Source: an optimization exercise on an open RTL-to-GDS flow (aim: a short achievable clock period and few clock cycles). Production flows keep margins and buffers that such runs may drop. In this exercise RTL edits were held to simulation tests only and were not proved equivalent to the original. No activity file was given, so power comes from the tool's default toggle rates.

==> flow/design.v <==
`default_nettype none
package rv_core_pkg;
	localparam int XLEN = 32;
	localparam int REG_AW = 5;
	localparam int PC_W = 8;
	localparam int IMEM_AW = 5;
	localparam int IMEM_DEPTH = 32;
	localparam logic [6:0] OPC_OP = 7'b0110011;
	localparam logic [6:0] OPC_OP_IMM = 7'b0010011;
	typedef logic [XLEN-1:0] word_t;
	typedef logic [REG_AW-1:0] reg_idx_t;
	typedef logic [PC_W-1:0] pc_t;
	localparam int N_OPS = 8;
	localparam int OP_ADD = 0;
	localparam int OP_SLL = 1;
	localparam int OP_SLT = 2;
	localparam int OP_SLTU = 3;
	localparam int OP_XOR = 4;
	localparam int OP_SR = 5;
	localparam int OP_OR = 6;
	localparam int OP_AND = 7;
	typedef enum logic [3:0] {
		alu_add,
		alu_sub,
		alu_sll,
		alu_slt,
		alu_sltu,
		alu_xor,
		alu_srl,
		alu_sra,
		alu_or,
		alu_and
	} alu_op_e;
	typedef struct packed {
		logic [6:0] funct7;
		reg_idx_t rs2;
		reg_idx_t rs1;
		logic [2:0] funct3;
		reg_idx_t rd;
		logic [6:0] opcode;
	} r_fmt_t;
	typedef struct packed {
		logic [11:0] imm12;
		reg_idx_t rs1;
		logic [2:0] funct3;
		reg_idx_t rd;
		logic [6:0] opcode;
	} i_fmt_t;
	typedef union packed {
		r_fmt_t r;
		i_fmt_t i;
	} instr_u;
	typedef struct packed {
		logic valid;
		logic use_imm;
		alu_op_e op;
		reg_idx_t rd;
		reg_idx_t rs1;
		reg_idx_t rs2;
		word_t imm;
	} dec_op_t;
	typedef struct packed {
		logic en;
		reg_idx_t addr;
		word_t data;
	} rf_wr_t;
endpackage
`default_nettype wire
`timescale 1ns/1ns
`default_nettype none
module instr_mem (
	input wire logic clk,
	input rv_core_pkg::pc_t addr,
	output rv_core_pkg::word_t rdata,
	input wire logic we,
	input rv_core_pkg::pc_t waddr,
	input rv_core_pkg::word_t wdata
);
	rv_core_pkg::word_t mem [rv_core_pkg::IMEM_DEPTH];
	always_ff @(posedge clk)
	begin
		if (we)
		begin
			mem[waddr[rv_core_pkg::IMEM_AW-1:0]] <= wdata;
		end
	end
	assign rdata = mem[addr[rv_core_pkg::IMEM_AW-1:0]];
endmodule
`default_nettype wire
`timescale 1ns/1ns
`default_nettype none
module reg_file (
	input wire logic clk,
	input wire logic rst,
	input wire logic clr,
	input rv_core_pkg::reg_idx_t rs1,
	input rv_core_pkg::reg_idx_t rs2,
	output rv_core_pkg::word_t rs1_data,
	output rv_core_pkg::word_t rs2_data,
	input wire logic we,
	input rv_core_pkg::reg_idx_t waddr,
	input rv_core_pkg::word_t wdata,
	input wire logic show,
	input rv_core_pkg::reg_idx_t dbg_addr,
	output rv_core_pkg::word_t dbg_data
);
	rv_core_pkg::word_t regs [1:31];
	always_ff @(posedge clk or negedge rst)
	begin
		if (!rst)
		begin
			for (int i = 1; i < 32; i++)
			begin
				regs[i] <= '0;
			end
		end
		else if (clr)
		begin
			for (int i = 1; i < 32; i++)
			begin
				regs[i] <= '0;
			end
		end
		else if (we && (waddr != '0))
		begin
			regs[waddr] <= wdata;
		end
	end
	assign rs1_data = (rs1 == '0) ? '0 : regs[rs1];
	assign rs2_data = (rs2 == '0) ? '0 : regs[rs2];
	assign dbg_data = ((dbg_addr == '0) || !show) ? '0 : regs[dbg_addr];
endmodule
`default_nettype wire
`timescale 1ns/1ns
`default_nettype none
module alu (
	input wire logic [rv_core_pkg::N_OPS-1:0] op,
	input wire logic inv,
	input wire logic sra,
	input rv_core_pkg::word_t a,
	input rv_core_pkg::word_t b,
	output rv_core_pkg::word_t y
);
	logic [32:0] sum;
	logic [4:0] shamt;
	logic lt_s;
	logic lt_u;
	logic b31;
	rv_core_pkg::word_t sl;
	rv_core_pkg::word_t sr;
	assign sum = {1'b0, a} + {1'b0, b} + {32'd0, inv};
	assign b31 = b[31] ^ inv;
	assign lt_u = ~sum[32];
	assign lt_s = (a[31] ^ b31) ? a[31] : sum[31];
	assign shamt = b[4:0];
	assign sl = a << shamt;
	assign sr = 32'($signed({sra & a[31], a}) >>> shamt);
	assign y = ({32{op[rv_core_pkg::OP_ADD]}} & sum[31:0])
		| ({32{op[rv_core_pkg::OP_SLL]}} & sl)
		| ({32{op[rv_core_pkg::OP_SLT]}} & {31'd0, lt_s})
		| ({32{op[rv_core_pkg::OP_SLTU]}} & {31'd0, lt_u})
		| ({32{op[rv_core_pkg::OP_XOR]}} & (a ^ b))
		| ({32{op[rv_core_pkg::OP_SR]}} & sr)
		| ({32{op[rv_core_pkg::OP_OR]}} & (a | b))
		| ({32{op[rv_core_pkg::OP_AND]}} & (a & b));
endmodule
`default_nettype wire
`timescale 1ns/1ns
`default_nettype none
module core_ctrl (
	input wire logic clk,
	input wire logic rst,
	input wire logic start,
	output logic done,
	output rv_core_pkg::pc_t pc,
	input wire logic prog_we,
	input rv_core_pkg::pc_t prog_addr,
	input rv_core_pkg::word_t prog_data,
	output rv_core_pkg::pc_t imem_addr,
	input rv_core_pkg::word_t imem_data,
	output rv_core_pkg::reg_idx_t rs1,
	output rv_core_pkg::reg_idx_t rs2,
	input rv_core_pkg::word_t rs1_data,
	input rv_core_pkg::word_t rs2_data,
	output logic rf_we,
	output rv_core_pkg::reg_idx_t rf_waddr,
	output rv_core_pkg::word_t rf_wdata,
	output logic rf_clr,
	output logic show,
	output logic [rv_core_pkg::N_OPS-1:0] alu_op,
	output logic alu_inv,
	output logic alu_sra,
	output rv_core_pkg::word_t alu_a,
	output rv_core_pkg::word_t alu_b,
	input rv_core_pkg::word_t alu_y
);
	typedef enum logic [1:0] {
		st_load, st_clear, st_run, st_done
	} state_e;
	state_e state;
	rv_core_pkg::pc_t nx;
	logic spec_ok;
	logic halt_known;
	logic ir_v;
	rv_core_pkg::word_t ir;
	logic ex_v;
	logic ex_we;
	rv_core_pkg::reg_idx_t ex_rd;
	logic [rv_core_pkg::N_OPS-1:0] ex_op;
	logic ex_inv;
	logic ex_sra;
	rv_core_pkg::word_t ex_a;
	rv_core_pkg::word_t ex_b;
	logic run_now;
	logic restart;
	logic src_zero;
	logic take;
	logic wr_hit;
	logic wr_old;
	rv_core_pkg::word_t src_word;
	assign run_now = (state == st_run) || (state == st_clear)
		|| ((state == st_load) && start && spec_ok);
	assign restart = (state == st_load) && start && !spec_ok;
	assign src_word = (state == st_load && !start) ? prog_data : imem_data;
	assign src_zero = (src_word == '0);
	assign wr_hit = (state == st_load) && prog_we
		&& (prog_addr[rv_core_pkg::IMEM_AW-1:0] == nx[rv_core_pkg::IMEM_AW-1:0]);
	assign wr_old = (state == st_load) && prog_we
		&& (prog_addr[rv_core_pkg::IMEM_AW-1:0] < nx[rv_core_pkg::IMEM_AW-1:0]);
	assign take = !src_zero && ((wr_hit && spec_ok) || (run_now && !halt_known));
	always_ff @(posedge clk or negedge rst)
	begin
		if (!rst)
		begin
			state <= st_load;
			nx <= '0;
			spec_ok <= 1'b1;
			halt_known <= 1'b0;
			done <= 1'b0;
			show <= 1'b0;
			ir_v <= 1'b0;
			ex_v <= 1'b0;
			rf_clr <= 1'b0;
		end
		else
		begin
			rf_clr <= 1'b0;
			ir_v <= take;
			ex_v <= ir_v;
			if (take)
				nx <= nx + 1'b1;
			if (wr_old)
				spec_ok <= 1'b0;
			if (wr_hit && spec_ok)
				halt_known <= src_zero;
			if (run_now && !halt_known && src_zero)
				halt_known <= 1'b1;
			if (run_now && halt_known && !ir_v)
			begin
				done <= 1'b1;
				state <= st_done;
			end
			case (state)
				st_load:
					if (start)
					begin
						show <= 1'b1;
						if (spec_ok)
						begin
							if (!(halt_known && !ir_v))
								state <= st_run;
						end
						else
						begin
							state <= st_clear;
							rf_clr <= 1'b1;
							nx <= '0;
							halt_known <= 1'b0;
							ir_v <= 1'b0;
							ex_v <= 1'b0;
						end
					end
				st_clear:
					state <= st_run;
				default: ;
			endcase
		end
	end
	always_ff @(posedge clk)
	begin
		ir <= src_word;
	end
	logic is_op;
	logic is_imm;
	logic [2:0] f3;
	logic alt;
	rv_core_pkg::reg_idx_t rd;
	rv_core_pkg::word_t imm;
	rv_core_pkg::word_t opa;
	rv_core_pkg::word_t opb;
	logic fwd1;
	logic fwd2;
	logic inv;
	logic [rv_core_pkg::N_OPS-1:0] op_d;
	assign is_op = (ir[6:0] == rv_core_pkg::OPC_OP);
	assign is_imm = (ir[6:0] == rv_core_pkg::OPC_OP_IMM);
	assign f3 = ir[14:12];
	assign rd = ir[11:7];
	assign rs1 = ir[19:15];
	assign rs2 = ir[24:20];
	assign imm = {{(rv_core_pkg::XLEN-12){ir[31]}}, ir[31:20]};
	assign alt = ir[30] && (is_op || (f3 == 3'b101));
	assign inv = ((f3 == 3'b000) && alt) || (f3 == 3'b010) || (f3 == 3'b011);
	always_comb
	begin
		op_d = '0;
		case (f3)
			3'b000: op_d[rv_core_pkg::OP_ADD] = 1'b1;
			3'b001: op_d[rv_core_pkg::OP_SLL] = 1'b1;
			3'b010: op_d[rv_core_pkg::OP_SLT] = 1'b1;
			3'b011: op_d[rv_core_pkg::OP_SLTU] = 1'b1;
			3'b100: op_d[rv_core_pkg::OP_XOR] = 1'b1;
			3'b101: op_d[rv_core_pkg::OP_SR] = 1'b1;
			3'b110: op_d[rv_core_pkg::OP_OR] = 1'b1;
			default: op_d[rv_core_pkg::OP_AND] = 1'b1;
		endcase
	end
	assign fwd1 = ex_v && ex_we && (ex_rd == rs1);
	assign fwd2 = ex_v && ex_we && (ex_rd == rs2);
	assign opa = fwd1 ? alu_y : rs1_data;
	assign opb = is_imm ? imm : (fwd2 ? alu_y : rs2_data);
	always_ff @(posedge clk)
	begin
		ex_we <= (is_op || is_imm) && (rd != '0);
		ex_rd <= rd;
		ex_op <= op_d;
		ex_inv <= inv;
		ex_sra <= alt;
		ex_a <= opa;
		ex_b <= opb ^ {rv_core_pkg::XLEN{inv}};
	end
	assign alu_op = ex_op;
	assign alu_inv = ex_inv;
	assign alu_sra = ex_sra;
	assign alu_a = ex_a;
	assign alu_b = ex_b;
	assign rf_we = ex_v && ex_we;
	assign rf_waddr = ex_rd;
	assign rf_wdata = alu_y;
	assign pc = nx;
	assign imem_addr = nx;
endmodule
`default_nettype wire
`timescale 1ns/1ns
`default_nettype none
module rv_core (
	input wire logic clk,
	input wire logic rst,
	input wire logic start,
	output logic done,
	input wire logic prog_we,
	input rv_core_pkg::pc_t prog_addr,
	input rv_core_pkg::word_t prog_data,
	input rv_core_pkg::reg_idx_t dbg_addr,
	output rv_core_pkg::word_t dbg_data,
	output rv_core_pkg::pc_t pc
);
	rv_core_pkg::pc_t imem_addr;
	rv_core_pkg::word_t imem_data;
	rv_core_pkg::reg_idx_t rs1;
	rv_core_pkg::reg_idx_t rs2;
	rv_core_pkg::word_t rs1_data;
	rv_core_pkg::word_t rs2_data;
	logic rf_we;
	rv_core_pkg::reg_idx_t rf_waddr;
	rv_core_pkg::word_t rf_wdata;
	logic rf_clr;
	logic show;
	logic [rv_core_pkg::N_OPS-1:0] alu_op;
	logic alu_inv;
	logic alu_sra;
	rv_core_pkg::word_t alu_a;
	rv_core_pkg::word_t alu_b;
	rv_core_pkg::word_t alu_y;
	instr_mem i_instr_mem (.clk(clk), .addr(imem_addr), .rdata(imem_data),
		.we(prog_we), .waddr(prog_addr), .wdata(prog_data));
	core_ctrl i_core_ctrl (.clk(clk), .rst(rst), .start(start), .done(done), .pc(pc),
		.prog_we(prog_we), .prog_addr(prog_addr), .prog_data(prog_data),
		.imem_addr(imem_addr), .imem_data(imem_data),
		.rs1(rs1), .rs2(rs2), .rs1_data(rs1_data), .rs2_data(rs2_data),
		.rf_we(rf_we), .rf_waddr(rf_waddr), .rf_wdata(rf_wdata), .rf_clr(rf_clr),
		.show(show), .alu_op(alu_op), .alu_inv(alu_inv), .alu_sra(alu_sra),
		.alu_a(alu_a), .alu_b(alu_b), .alu_y(alu_y));
	reg_file i_reg_file (.clk(clk), .rst(rst), .clr(rf_clr), .rs1(rs1), .rs2(rs2),
		.rs1_data(rs1_data), .rs2_data(rs2_data),
		.we(rf_we), .waddr(rf_waddr), .wdata(rf_wdata),
		.show(show), .dbg_addr(dbg_addr), .dbg_data(dbg_data));
	alu i_alu (.op(alu_op), .inv(alu_inv), .sra(alu_sra), .a(alu_a), .b(alu_b), .y(alu_y));
endmodule
`default_nettype wire
==> flow/flow/run.sh <==
#!/bin/bash
# Layout flow: the standard ORFS flow (standard.sh, unchanged synthesis
# script and steps) with a longer don't-use list. Besides the platform's own
# don't-use cells it bars the slow stacked-PMOS NOR/OR cells (nor3, nor4,
# or3, or4 and the o2111ai/o311ai/o41ai compounds), which otherwise end up in the
# debug read path that limits the clock period.
set -euo pipefail
here=$(pwd)
platform_dont_use="sky130_fd_sc_hd__probe_p_8 sky130_fd_sc_hd__probec_p_8 sky130_fd_sc_hd__lpflow_bleeder_1 sky130_fd_sc_hd__lpflow_clkbufkapwr_1 sky130_fd_sc_hd__lpflow_clkbufkapwr_16 sky130_fd_sc_hd__lpflow_clkbufkapwr_2 sky130_fd_sc_hd__lpflow_clkbufkapwr_4 sky130_fd_sc_hd__lpflow_clkbufkapwr_8 sky130_fd_sc_hd__lpflow_clkinvkapwr_1 sky130_fd_sc_hd__lpflow_clkinvkapwr_16 sky130_fd_sc_hd__lpflow_clkinvkapwr_2 sky130_fd_sc_hd__lpflow_clkinvkapwr_4 sky130_fd_sc_hd__lpflow_clkinvkapwr_8 sky130_fd_sc_hd__lpflow_decapkapwr_12 sky130_fd_sc_hd__lpflow_decapkapwr_3 sky130_fd_sc_hd__lpflow_decapkapwr_4 sky130_fd_sc_hd__lpflow_decapkapwr_6 sky130_fd_sc_hd__lpflow_decapkapwr_8 sky130_fd_sc_hd__lpflow_inputiso0n_1 sky130_fd_sc_hd__lpflow_inputiso0p_1 sky130_fd_sc_hd__lpflow_inputiso1n_1 sky130_fd_sc_hd__lpflow_inputiso1p_1 sky130_fd_sc_hd__lpflow_inputisolatch_1 sky130_fd_sc_hd__lpflow_isobufsrc_1 sky130_fd_sc_hd__lpflow_isobufsrc_16 sky130_fd_sc_hd__lpflow_isobufsrc_2 sky130_fd_sc_hd__lpflow_isobufsrc_4 sky130_fd_sc_hd__lpflow_isobufsrc_8 sky130_fd_sc_hd__lpflow_isobufsrckapwr_16 sky130_fd_sc_hd__lpflow_lsbuf_lh_hl_isowell_tap_1 sky130_fd_sc_hd__lpflow_lsbuf_lh_hl_isowell_tap_2 sky130_fd_sc_hd__lpflow_lsbuf_lh_hl_isowell_tap_4 sky130_fd_sc_hd__lpflow_lsbuf_lh_isowell_4 sky130_fd_sc_hd__lpflow_lsbuf_lh_isowell_tap_1 sky130_fd_sc_hd__lpflow_lsbuf_lh_isowell_tap_2 sky130_fd_sc_hd__lpflow_lsbuf_lh_isowell_tap_4"
extra_dont_use="sky130_fd_sc_hd__nor3_* sky130_fd_sc_hd__nor4_* sky130_fd_sc_hd__nor3b_* sky130_fd_sc_hd__nor4b_* sky130_fd_sc_hd__or4_* sky130_fd_sc_hd__or4b_* sky130_fd_sc_hd__or4bb_* sky130_fd_sc_hd__o2111ai_* sky130_fd_sc_hd__o311ai_* sky130_fd_sc_hd__o41ai_* sky130_fd_sc_hd__or3_* sky130_fd_sc_hd__or3b_*"
bash standard.sh "DONT_USE_CELLS=$platform_dont_use $extra_dont_use" finish > "$here/standard_flow.log" 2>&1
==> flow/standard.sh <==
#!/bin/bash
# synth_recipe.tcl (not shown) runs the flow's synth.tcl, then flattens the netlist and writes it again
# the make line also repeats each setting of config.mk as NAME=value (left out here)
make -C /OpenROAD-flow-scripts/flow DESIGN_CONFIG=/design/flow/config.mk WORK_HOME=/design/flow/orfs CLKGATE_MAP_FILE= SYNTH_SCRIPT=/design/flow/synth_recipe.tcl "${@:-finish}"
==> flow/config.mk <==
export PLATFORM = sky130hd
export DESIGN_NAME = rv_core
export DESIGN_NICKNAME = rv_core
export VERILOG_FILES = /design/flow/design.v
export SDC_FILE = /design/flow/constraint.sdc
export NUM_CORES = 4
export LEC_CHECK = 0
export CAP_MARGIN = 20
export CELL_PAD_IN_SITES_DETAIL_PLACEMENT = 1
export CELL_PAD_IN_SITES_GLOBAL_PLACEMENT = 2
export CORE_MARGIN = 2
export CORE_UTILIZATION = 42
export PLACE_DENSITY = 0.6
export SETUP_SLACK_MARGIN = 5
export SLEW_MARGIN = 20
==> flow/constraint.sdc <==
create_clock -name core_clock -period 10.0 [get_ports {clk}]
set_input_delay 2.0000 -clock core_clock [delete_from_list [all_inputs] [get_ports {clk}]]
set_output_delay 2.0000 -clock core_clock [all_outputs]
set_load 0.01 [all_outputs]
==> run notes, run 1 <==
drt first pass iters=14; Slew Viols, Final=4; Worst-path clk slew=0.06 ns; Die W=approximately 500 um; area leader, netlist=edfxtp_1; per-cell routed wire length=just under 50 um; Post-Synthesis Mean Instance Area=11.60 um^2; Achievable Freq=approximately 160 MHz; H-tree levels=4; total CTS buffers=229; die area=0.2572 mm^2; CTS tree=yes; detailed-placement wirelength estimate=about 360000 um; worst hold slack=~0.36 ns; # hold bufs at CTS=0; wire length on met1=between 200000 and 250000 um; met3 WL=81590 um; crit-path most repeated cell=buf_12; Net Sw Power=between 4000 and 5000 uW; CTS root buf=clkbuf_16; Pleak=about 0.044 uW; CP max-delay cell=nor2_4; # port buffers=86; violated checks=max-capacitance violations; CP Max Fanout=7; max-cap violation count=1; FFs w/ async S/R, synth=0.4704; P_int=between 10000 and 15000 uW; CP Buf/Inv Count=6; Final Hold Fails=0; Layout Skew=approximately 0.13 ns; Starting Density=0.4226; Worst slew margin=-0.05545; Post-Synthesis Cells=between 9000 and 10000; Worst Setup End Kind=output pin; Detailed Route WL=~630000 um; Crit Path Class=primary input to output pin; Nets=around 9300; Clk Latency, worst-skew pair=around 1 ns; clk sinks=around 2100; DR vias/cell=~7.8; via count=approximately 100000; Ys Warns=4; Synth area leaders=edfxtp_1, dfrtp_1, a211oi_1, mux4_2, nor2_1; DRT iter0 DRCs=~18000; Clock Path Buffers=3; RSZ-0062 raised after global routing=true; Area Growth Syn to Fin=18.42%; clock power share=0.473; # rows=around 180; area of the core=0.2516 mm^2; CP Launch Type=primary input; io pins=90; gr usage total=0.4760; outcome=finished with violations; met2 wire length=between 200000 and 300000 um; final period utilization=0.6111; Logic pwr share=0.033; Netlist cell types=80; post-synth net total=a little over 9000; initial antenna violation count=53; sw frac=0.2351; vias in the first global route=~95000; worst hold path type=flip-flop to flip-flop; RePlAce Congestion=1.025; Slew @ Worst Pin=~1.6 ns; sequential power share=0.494; layout cell share with drive strength beyond 1=0.1919; Top FF cell, synth=edfxtp_1; grt ovf=0; slowest stage delay, CP=0.32 ns; DRC Markers=0; Worst EP required=8.00 ns; Pwr Density=~150 mW/mm^2; largest net degree at the start of global routing=200; Yosys reg bits=approximately 2100; final critical-path required period=around 6.1 ns; sequential cell area fraction in the yosys report=0.5478; first-pass GRT wire length=roughly 840000 um; worst vdd ir=between 0.15 and 0.2 mV; Post-DRT Antenna Nets=0; worst-path cell chain=buf_12, nand2b_4, buf_4, nor2_4, buf_12, buf_6, buf_12, a22o_1, a221oi_1, nand4_1, nor2_4, nor2_2, buf_2; chip height=507.2 um; Synth top area share=0.2892; Top Layer Used=met5; CP Data Arrival Time=slightly above 4 ns; mapped cell area=~0.11 mm^2; TNS Setup=0 ns; number of enable flip-flop cells after synthesis=about 1000; final setup fails=0; CP delay by family, top=buffers and inverters
-- cells in the final DEF, fill, tap and decap left out, types with 73 or more instances in the layout --
cell type,count
nor2_4,151
mux4_2,229
a211oi_1,1006
a22oi_1,325
buf_4,424
buf_6,76
ha_1,73
nand4_1,241
edfxtp_1,1024
dfxtp_1,106
nand3_1,79
a222oi_1,96
and3_1,92
inv_1,125
buf_12,122
nor2_1,1115
a221oi_2,152
o21ai_0,143
o211ai_1,79
a21oi_1,149
clkbuf_16,232
dfrtp_1,1003
nand2_1,257
a22o_1,485
a221oi_1,338
mux2i_1,243
-- worst paths after layout --
check,start,end,slack [ns],cells past startpoint
setup / recovery,dbg_addr[3],dbg_data[7],3.89,13
min in group asynchronous,rst,i_reg_file.regs[2][23],0.99,1
hold / removal,i_core_ctrl.ir[8],i_core_ctrl.ex_rd[1],0.36,0
setup reg to reg,i_core_ctrl.ir[22],i_core_ctrl.ex_b[4],4.62,10
max in group asynchronous,rst,i_reg_file.regs[4][29],6.66,3
hold reg to reg,i_core_ctrl.ir[8],i_core_ctrl.ex_rd[1],0.36,0
-- flip-flops by register name (all words and copies together), names as in the netlist, 2 cells and up --
signal	cells
i_core_ctrl.ex_a	32
i_core_ctrl.ir	32
i_core_ctrl.ex_b	32
i_reg_file.regs	992
i_instr_mem.mem	1024
i_core_ctrl.nx	8
i_core_ctrl.state	2
i_core_ctrl.ex_op	8
i_core_ctrl.ex_rd	5
-- what timing repair did --
item                                    in CTS  in global routing
cloned                                      26                  3
pin swaps                                  168                121
setup buffers                              207                 47
endpoints found under the hold margin        0                  0
endpoints found under the setup margin     270                263
gates resized for setup                    523                113
-- Yosys cell counts (all sizes together) (18+ instances only) --
cell	number
buf	166
dfrtp	1008
a22o	485
o31ai	39
and4	26
nand2	261
a22oi	325
o211ai	79
o21ai	160
nand3	81
a31oi	23
nand4	242
mux4	229
and3	106
clkbuf	779
edfxtp	1024
a221oi	503
ha	73
mux2	44
a211oi	1008
and2	34
dfxtp	112
o22a	33
a222oi	96
nor2b	24
o32a	33
a2111o	20
a211o	21
o221ai	18
inv	128
a21oi	157
nor2	1308
a21o	30
mux2i	244
xnor2	44
nand2b	40
-- through the flow --
step / area (um^2) / instances / util / setup slack [ns] / total power (uW)
after floorplan: 107200 / 9163 / - / 4.797 / 9655
after global placement: 112500 / 12036 / 0.4469 / 1.869 / 9984
after detailed placement: 112500 / 12039 / 0.4471 / 1.861 / 10000
after CTS: 124700 / 12697 / 0.4954 / 4.000 / 18850
after global routing: 125800 / 12753 / 0.4998 / 3.777 / 19230
final: 125900 / 12814 / 0.5004 / 3.889 / 18880
-- power groups by stage --
| stage | logic, uW | clock network (uW) | registers, uW |
|---|---|---|---|
| 5_1_grt | 628 | 9280 | 9330 |
| 3_5_place_dp | 498 | 0 | 9500 |
| 4_1_cts | 571 | 8950 | 9330 |
| 3_3_place_gp | 485 | 0 | 9500 |
| 6_report | 621 | 8930 | 9330 |
| 2_1_floorplan | 158 | 0 | 9500 |
-- per-layer routing --
metal	up-vias	GRT usage
li1	36671	-
met1	50593	0.5794
met2	8961	0.6620
met3	3378	0.2081
met4	39	0.3580
met5	-	0.01259
-- worst reg2reg max path, delay by kind of cell, from the launching register on --
family,cells,cell delay [ns]
AO/OA/AOI/OAI,5,1.88
flip-flops,1,0.80
buffers and inverters,1,0.89
XOR/XNOR,1,0.23
AND/OR/NAND/NOR,3,1.46
-- logic make-up (layout without fill, tap and decap cells) --
family / count (synthesis) / after routing / synth area share
AND/OR/NAND/NOR: 2172 / 2172 / 0.09160
AO/OA/AOI/OAI: 3129 / 3130 / 0.2310
flip-flops: 2145 / 2145 / 0.5478
XOR/XNOR: 48 / 48 / 0.003954
other: 0 / 67 / 0
buffers and inverters: 1077 / 1312 / 0.04061
adder cells (fa/ha/maj): 75 / 75 / 0.008967
multiplexers: 517 / 517 / 0.07613
-- final cells by class --
class / instances / area (um^2)
Antenna cell: 67 / 167.7
Clock buffer: 304 / 6311
Clock inverter: 121 / 1493
Fill cell: 25389 / 125700
Inverter: 132 / 495.5
Multi-Input combinational cell: 5942 / 46540
Sequential cell: 2145 / 58270
Tap cell: 3348 / 4189
Timing Repair Buffer: 755 / 8444
Testbench counts, summed over its fixed seeds: cycles 7,287.
==> run 2: changes to the inputs <==
--- a/flow/config.mk
+++ b/flow/config.mk
@@ -7,8 +7,8 @@
 export LEC_CHECK = 0
 export CAP_MARGIN = 20
-export CELL_PAD_IN_SITES_DETAIL_PLACEMENT = 1
-export CELL_PAD_IN_SITES_GLOBAL_PLACEMENT = 2
+export CELL_PAD_IN_SITES_DETAIL_PLACEMENT = 0
+export CELL_PAD_IN_SITES_GLOBAL_PLACEMENT = 1
 export CORE_MARGIN = 2
-export CORE_UTILIZATION = 42
+export CORE_UTILIZATION = 40
 export PLACE_DENSITY = 0.6
 export SETUP_SLACK_MARGIN = 5
==> run 2 against run 1 <==
Effect of this change:
- now clean on timing, DRC and antenna
- combinational power shrank 5.6%
- final cell count grew 0.76%
- clock skew grew 0.012 ns
- utilization shrank 2.9 points
- clock power grew 4.5%
- hold slack gained 0.0048 ns
- routed wire length shrank 5.7%
- critical path depth shrank 1
- power grew 2.0%
- register-to-register slack gained 0.15 ns
- global-route usage shrank 5.3 points
==> run notes, run 2 <==
max-cap violation count=0; Post-synth top cells=nor2_1, edfxtp_1, dfrtp_1; CP Max Fanout=13; Layout Skew=between 0.1 and 0.15 ns; Yosys reg bits=between 2000 and 2500; CP Data Arrival Time=between 4 and 5 ns; number of enable flip-flop cells after synthesis=between 1000 and 1500; outcome=complete, no violations; RePlAce Congestion=~1; drt first pass iters=11; # port buffers=between 80 and 90; Top Layer Used=met5; Top FF cell, synth=edfxtp_1; commonest non-fill, non-tap cell in the layout=nor2_1; met3 WL=roughly 81000 um; CP Launch Type=primary input; CTS root buf=clkbuf_16; grt ovf=0; FFs w/ async S/R, synth=0.4704; CP max-delay cell=nor2_4; Nets=about 9200; largest net degree at the start of global routing=198; via count=96433; flop2flop setup slack=4.77 ns; H-tree levels=4; area of the core=approximately 0.26 mm^2; most common cell in the netlist=nor2_1; DRC Markers=0; area leader, netlist=edfxtp_1; DRT iter0 DRCs=around 17000; Clock Path Buffers=4; Final Hold Fails=0; Clk Latency, worst-skew pair=slightly below 1 ns; Worst slew margin=0.1587; Pleak=approximately 0.044 uW; first-pass GRT wire length=788500 um; worst-path cell chain=buf_12, nor2b_4, nand2b_4, buf_4, nor2_4, buf_12, a22o_1, a221oi_2, nand4_1, nor2_4, nor2_2, buf_2; worst vdd ir=between 0.15 and 0.2 mV; io pins=90; Post-Synthesis Mean Instance Area=11.60 um^2; per-cell routed wire length=around 46 um; sequential cell area fraction in the yosys report=0.5478; worst hold path type=flip-flop to flip-flop; RSZ-0062 raised after global routing=true; chip height=slightly above 500 um; CTS tree=yes; Detailed Route WL=approximately 600000 um; commonest cells after routing, fill and taps aside=nor2_1, edfxtp_1, a211oi_1; final critical-path required period=6.014 ns; Die W=between 500 and 600 um; Synth area leaders=edfxtp_1, dfrtp_1, a211oi_1, mux4_2, nor2_1; Ys Warns=4; CP Buf/Inv Count=4; mapped cell area=between 0.1 and 0.15 mm^2; Post-Synthesis Cells=between 9000 and 10000; final setup fails=0; die area=0.2700 mm^2; Area Growth Syn to Fin=17.54%; total CTS buffers=240; TNS Setup=0 ns; CP delay by family, top=simple AND/OR/NAND/NOR gates; # rows=~190; post-synth net total=slightly above 9000; Worst EP required=approximately 8.0 ns; Worst Setup End Kind=output pin; detailed-placement wirelength estimate=between 300000 and 400000 um; final period utilization=0.6014; Achievable Freq=approximately 170 MHz; Post-DRT Antenna Nets=0; wire length on met1=233900 um; Starting Density=0.4015; Synth top area share=0.2892; Crit Path Class=primary input to output pin; Slew @ Worst Pin=1.262 ns; gr usage total=0.4226; Worst-path clk slew=0.06 ns; layout cell share with drive strength beyond 1=0.1869; Netlist cell types=80; initial antenna violation count=50; Core Util, Final=0.4719; DR vias/cell=between 7 and 8; vias in the first global route=between 80000 and 90000; clk sinks=between 2000 and 2500; max reg flops=approximately 1000; met2 wire length=between 200000 and 250000 um; Slew Viols, Final=0; slowest stage delay, CP=around 0.33 ns; Pwr Density=approximately 150 mW/mm^2
==> run 2: cell counts after synthesis <==
Identical to the previous run, type by type.
==> run 2: report_power, final <==
part | total (uW) | switching [uW] | internal [uW]
sequential | 9330 | 20.1 | 9310
clock | 9330 | 3900 | 5440
combinational | 586 | 444 | 142
==> run 2: cell type report <==
cell class | count | area (um^2)
Fill cell | 23944 | 139900
Sequential cell | 2145 | 58270
Multi-Input combinational cell | 5942 | 46550
Timing Repair Buffer | 654 | 6920
Clock buffer | 320 | 6691
Tap cell | 3533 | 4420
Clock inverter | 126 | 1476
Inverter | 132 | 499.2
Antenna cell | 59 | 147.6
==> run 2: cells by family (layout without fill, tap and decap cells) <==
group                      count (synthesis)  after routing  share of synthesized area
muxes                                    517            517                    0.07613
other                                      0             59                          0
buffers and inverters                   1077           1232                    0.04061
DFF                                     2145           2145                     0.5478
adders and majority gates                 75             75                   0.008967
xor gates and xnor gates                  48             48                   0.003954
AOI/OAI and AO/OA                       3129           3129                     0.2310
and+or+nand+nor                         2172           2173                    0.09160
==> run 2: through the flow <==
stage	setup WS (ns)	std cells	total power, uW	hold slack (ns)	instance area [um^2]
after global routing	3.941	12859	19670	0.3685	124800
after floorplan	4.797	9163	9655	0.3308	107200
after CTS	4.079	12796	19270	0.3614	123800
after global placement	1.836	12206	9986	0.3551	112500
final	3.986	12911	19250	0.3621	125000
after detailed placement	1.798	12208	10000	0.3515	112500
==> run 2: what timing repair did <==
| action | CTS | global route |
|---|---|---|
| cloned | 9 | 6 |
| pin swaps | 158 | 107 |
| hold buffers | 0 | 0 |
| gates resized for setup | 533 | 99 |
| endpoints found under the setup margin | 54 | 140 |
| setup buffers | 133 | 50 |
==> run 2: final timing paths <==
kind                                         start                       to  cells past startpoint
worst max-delay path                   dbg_addr[2]              dbg_data[0]                     12
worst min-delay path            i_core_ctrl.ir[10]     i_core_ctrl.ex_rd[3]                      0
worst max register to register  i_core_ctrl.ir[15]     i_core_ctrl.ex_a[14]                      9
worst min register to register  i_core_ctrl.ir[10]     i_core_ctrl.ex_rd[3]                      0
max in group asynchronous                      rst  i_reg_file.regs[16][18]                      3
min in group asynchronous                      rst    i_reg_file.regs[5][4]                      1
==> run 2: metal layers <==
layer	global-route usage	vias to the layer above
met3	0.1676	2497
met4	0.2394	44
met1	0.5743	48916
li1	-	36539
met5	0.02001	-
met2	0.5662	8437

==> static timing again, ports no longer ideal <==
The results above use ideal ports. As a check the final layouts listed here were re-extracted and re-timed, cells and wires unchanged.
Step 1 assumes that a clkbuf_16 drives the clock port and a buf_2 every other input.
Step 2 adds t to the input delays and takes it off the output delays; t is the mean of the earliest and latest rising clock arrival at the registers after step 1. Input paths then give back, and output paths get back, about the clock's delay inside the block.
Slacks: ideal ports / drivers / drivers and shift; pairs: ideal ports / drivers.
run	t (ns)	setup WS [ns]	slew at the worst register clock pin (ns)	pins driven straight from the clock port
run 1	1.030	3.889 / 3.820 / 3.820	0.08 / 0.08	1
run 2	1.023	3.986 / 3.937 / 3.937	0.07 / 0.07	1
For run 1, which loses most, drivers alone change the setup slack by -0.069 ns; drivers and shift together by -0.069 ns.
